What follows belongs to an exercise in optimizing a design on an open flow for small area; a production flow would make more cautious choices. In this exercise RTL edits were held to simulation tests only and were not proved equivalent to the original. No activity file was given, so power comes from the tool's default toggle rates.

== rev 12 ==
==> flow/design.v <==
module npl_cell #(
	parameter int DEPTH = 16
) (
	input  logic        clk,
	input  logic [13:0] d,
	output logic [13:0] last,
	output logic [13:0] next
);
	logic [13:0] stage_q [0:DEPTH-1];
	always_ff @(posedge clk) begin
		stage_q[0] <= d;
		for (int s = 1; s < DEPTH; s++)
			stage_q[s] <= stage_q[s-1];
	end
	assign last = stage_q[DEPTH-1];
	assign next = stage_q[DEPTH-2];
endmodule
module npl_ctrl (
	input  logic        clk,
	input  logic        arst_n,
	input  logic        in_valid,
	output logic        in_ready,
	input  logic        in_op,
	input  logic [6:0]  in_pitch,
	input  logic [6:0]  in_velocity,
	output logic        out_valid,
	input  logic        out_ready,
	output logic        out_new_valid,
	output logic [6:0]  out_new_pitch,
	output logic [6:0]  out_new_velocity,
	output logic        out_old_valid,
	output logic [6:0]  out_old_pitch,
	output logic        out_dropped,
	input  logic        cfg_valid,
	output logic        cfg_ready,
	input  logic        cfg_index,
	input  logic [4:0]  cfg_data,
	output logic [13:0] ring_d,
	input  logic [13:0] ring_last,
	input  logic [13:0] ring_next
);
	localparam logic [1:0] ST_IDLE = 2'd0;
	localparam logic [1:0] ST_PASS = 2'd1;
	localparam logic [1:0] ST_DONE = 2'd2;
	logic [1:0]  st_q;
	logic [3:0]  idx_q;
	logic [4:0]  len_q;
	logic [1:0]  mode_q;
	logic [4:0]  mv_q;
	logic        flag_q;
	logic        snd_q;
	logic [6:0]  q;
	logic        gt, lt, eq, outranks;
	logic        in_pass, done, last_cyc, at_v, before_v, past_len, in_len;
	logic        place_now, matched, adv;
	logic        new_ok, old_ok, show;
	assign q        = ring_next[13:7];
	assign gt       = in_pitch > q;
	assign lt       = in_pitch < q;
	assign eq       = in_pitch == q;
	always_comb begin
		case (mode_q)
			2'd0:    outranks = 1'b1;
			2'd1:    outranks = gt;
			2'd2:    outranks = lt;
			default: outranks = 1'b0;
		endcase
	end
	assign in_pass  = (st_q == ST_PASS);
	assign done     = (st_q == ST_DONE);
	assign last_cyc = (idx_q == 4'd15);
	assign at_v     = (idx_q == mv_q[3:0]);
	assign before_v = ({1'b0, idx_q} < mv_q);
	assign in_len   = ({1'b0, idx_q} < len_q);
	assign past_len = len_q[4] ? last_cyc : !in_len;
	assign place_now = !in_op && !flag_q && (past_len || outranks);
	assign matched   = flag_q || (in_len && eq);
	assign adv       = in_pass && (in_op == flag_q);
	always_comb begin
		if (in_pass && place_now)
			ring_d = {in_pitch, in_velocity};
		else if (adv)
			ring_d = ring_next;
		else
			ring_d = ring_last;
	end
	assign show      = done && at_v && out_ready;
	assign in_ready  = show;
	assign out_valid = show;
	assign cfg_ready = 1'b1;
	always_ff @(posedge clk or negedge arst_n) begin
		if (!arst_n) begin
			st_q   <= ST_IDLE;
			idx_q  <= 4'd0;
			len_q  <= 5'd0;
			mode_q <= 2'd0;
			mv_q   <= 5'd0;
			flag_q <= 1'b0;
			snd_q  <= 1'b0;
		end else begin
			idx_q <= idx_q + 4'd1;
			if (cfg_valid) begin
				if (cfg_index)
					mv_q   <= cfg_data;
				else
					mode_q <= cfg_data[1:0];
			end
			case (st_q)
				ST_IDLE: begin
					flag_q <= 1'b0;
					snd_q  <= 1'b0;
					if (in_valid && last_cyc)
						st_q <= ST_PASS;
				end
				ST_PASS: begin
					if (!in_op) begin
						flag_q <= flag_q || place_now;
						snd_q  <= snd_q || (before_v && (eq || place_now));
					end else begin
						flag_q <= matched;
					end
					if (last_cyc) begin
						if (!in_op) begin
							idx_q  <= 4'd1;
							flag_q <= len_q[4];
							if (!len_q[4])
								len_q <= len_q + 5'd1;
							st_q   <= ST_DONE;
						end else begin
							flag_q <= 1'b0;
							if (matched)
								len_q <= len_q - 5'd1;
							else
								st_q  <= ST_DONE;
						end
					end
				end
				default: begin
					if (show)
						st_q <= ST_IDLE;
				end
			endcase
		end
	end
	assign new_ok = in_op ? ((mv_q != 5'd0) && (mv_q <= len_q)) : ((mv_q == 5'd0) || snd_q);
	assign old_ok = !in_op && snd_q && (mv_q < len_q);
	assign out_new_valid                     = new_ok;
	assign {out_new_pitch, out_new_velocity} = !new_ok ? 14'd0 :
	                                           in_op ? ring_last : {in_pitch, in_velocity};
	assign out_old_valid                     = old_ok;
	assign out_old_pitch                     = old_ok ? ring_next[13:7] : 7'd0;
	assign out_dropped                       = !in_op && flag_q;
endmodule
module note_priority_list (
	input  logic       clk,
	input  logic       arst_n,
	input  logic       in_valid,
	output logic       in_ready,
	input  logic       in_op,
	input  logic [6:0] in_pitch,
	input  logic [6:0] in_velocity,
	output logic       out_valid,
	input  logic       out_ready,
	output logic       out_new_valid,
	output logic [6:0] out_new_pitch,
	output logic [6:0] out_new_velocity,
	output logic       out_old_valid,
	output logic [6:0] out_old_pitch,
	output logic       out_dropped,
	input  logic       cfg_valid,
	output logic       cfg_ready,
	input  logic       cfg_index,
	input  logic [4:0] cfg_data
);
	logic [13:0] ring_d;
	logic [13:0] ring_last;
	logic [13:0] ring_next;
	npl_ctrl u_ctrl (
		.clk              (clk),
		.arst_n           (arst_n),
		.in_valid         (in_valid),
		.in_ready         (in_ready),
		.in_op            (in_op),
		.in_pitch         (in_pitch),
		.in_velocity      (in_velocity),
		.out_valid        (out_valid),
		.out_ready        (out_ready),
		.out_new_valid    (out_new_valid),
		.out_new_pitch    (out_new_pitch),
		.out_new_velocity (out_new_velocity),
		.out_old_valid    (out_old_valid),
		.out_old_pitch    (out_old_pitch),
		.out_dropped      (out_dropped),
		.cfg_valid        (cfg_valid),
		.cfg_ready        (cfg_ready),
		.cfg_index        (cfg_index),
		.cfg_data         (cfg_data),
		.ring_d           (ring_d),
		.ring_last        (ring_last),
		.ring_next        (ring_next)
	);
	npl_cell #(
		.DEPTH (16)
	) u_list (
		.clk  (clk),
		.d    (ring_d),
		.last (ring_last),
		.next (ring_next)
	);
endmodule
==> flow/config.mk <==
export PLATFORM = sky130hd
export DESIGN_NAME = note_priority_list
export DESIGN_NICKNAME = note_priority_list
export VERILOG_FILES = /design/flow/design.v
export SDC_FILE = /design/flow/constraint.sdc
export NUM_CORES = 4
export LEC_CHECK = 0
export ABC_AREA = 1
export CAP_MARGIN = 20
export CORE_MARGIN = 2
export CORE_UTILIZATION = 40
export CTS_BUF_LIST = sky130_fd_sc_hd__clkbuf_4
export CTS_CLUSTER_DIAMETER = 60
export CTS_CLUSTER_SIZE = 10
export PLACE_DENSITY = 0.6
export SLEW_MARGIN = 20
==> flow/constraint.sdc <==
create_clock -name core_clock -period 5.0 [get_ports {clk}]
set_input_delay 1.0000 -clock core_clock [delete_from_list [all_inputs] [get_ports {clk}]]
set_output_delay 1.0000 -clock core_clock [all_outputs]
set_load 0.01 [all_outputs]
standard.sh (not shown) runs the stock make flow with config.mk's settings and CLKGATE_MAP_FILE= SYNTH_SCRIPT=/design/flow/synth_recipe.tcl, a recipe that flattens the netlist after the stock synthesis.
==> flow/flow/run.sh <==
#!/bin/bash
# The standard layout with two changes:
# - synthesis maps the logic with an area-only ABC script (flow/area.abc) and without the
#   full/half-adder extraction; everything up to and including flip-flop mapping is unchanged,
#   so the registers keep the standard synthesis's names and cells;
# - the port buffers are plain buf_1 cells.
# make's output goes to flow.log; each ORFS step keeps its own log under orfs/logs.
set -euo pipefail
here=$PWD
# synthesis script: the standard flow's, sourcing a copy of ORFS's synth.tcl whose abc call uses area.abc
sed 's#log_cmd abc {\*}$abc_args$#log_cmd abc -script $::env(NPL_ABC_SCRIPT) {*}$lib_args {*}$lib_dont_use_args#' \
	"$FLOW_HOME/scripts/synth.tcl" > "$here/npl_synth_body.tcl"
grep -q 'NPL_ABC_SCRIPT' "$here/npl_synth_body.tcl"
sed "s#source \$::env(SCRIPTS_DIR)/synth.tcl#source $here/npl_synth_body.tcl#" \
	"$here/synth_recipe.tcl" > "$here/npl_synth.tcl"
grep -q 'npl_synth_body.tcl' "$here/npl_synth.tcl"
bash standard.sh \
	"SYNTH_SCRIPT=$here/npl_synth.tcl" \
	"NPL_ABC_SCRIPT=$here/flow/area.abc" \
	"ADDER_MAP_FILE=" \
	"BUFFER_PORTS_ARGS=-buffer_cell sky130_fd_sc_hd__buf_1" \
	finish > "$here/flow.log" 2>&1
==> flow/flow/area.abc <==
strash
balance
rewrite
refactor
balance
rewrite
rewrite -z
balance
refactor -z
rewrite -z
balance
dch -f
amap
In summary, rev 12 completed successfully, with a layout that passed the timing, design-rule and antenna checks.
The inputs of rev 13 differ from those of rev 12 as listed below.
Settings: a change of CTS_BUF_LIST from sky130_fd_sc_hd__clkbuf_4 to sky130_fd_sc_hd__clkbuf_8; an added GPL_TIMING_DRIVEN of 0; a change of CTS_CLUSTER_SIZE from 10 to 18; a change of CTS_CLUSTER_DIAMETER from 60 to 100.
-- flow/flow/area.abc --
<<< rev 12, line 12
>>> rev 13, line 12
&get -n
&deepsyn -I 1 -J 100
&put
==> comparison <==
Side by side, switching power of the nets turned out lower in rev 13 than in rev 12. Number of inverters outside the clock class in the layout was lower in rev 12 than in rev 13. Compared with rev 12, in rev 13 layout clock buffer count decreased 18, first-iteration DRC count increased 84, combined area of all synthesized cells decreased 1.6%, die area decreased 260 um2. Rev 13 against rev 12: leakage power figure went down by 3.1%; detailed-routing wirelength on met1 fell 700 um; via count down about 6%.

==> what the ideal ports hide <==
The flow's constraints put no driver on any port. The routed layouts listed below were extracted and timed again, unchanged, in two steps. Step 1: set_driving_cell puts a clkbuf_16 on clk and a buf_2 on each other input, an assumption about the parent block. Step 2, shift: input delay + t, output delay - t, t = (earliest + latest rising clock arrival at the registers) / 2. This alone moves slack from input paths to output paths. a / b / c = no drivers / after step 1 / after step 2; a / b = the first two.
run | t, ns | setup WS [ns] | slew at the worst register clock pin (ns)
rev 12 | 0.663 | 0.907 / 0.875 / 1.139 | 0.11 / 0.11
rev 13 | 0.508 | 0.724 / 0.696 / 0.230 | 0.11 / 0.11
After both steps every run listed still meets setup and hold. For rev 13, which loses most, drivers alone change the setup slack by -0.028 ns; drivers and shift together by -0.494 ns.
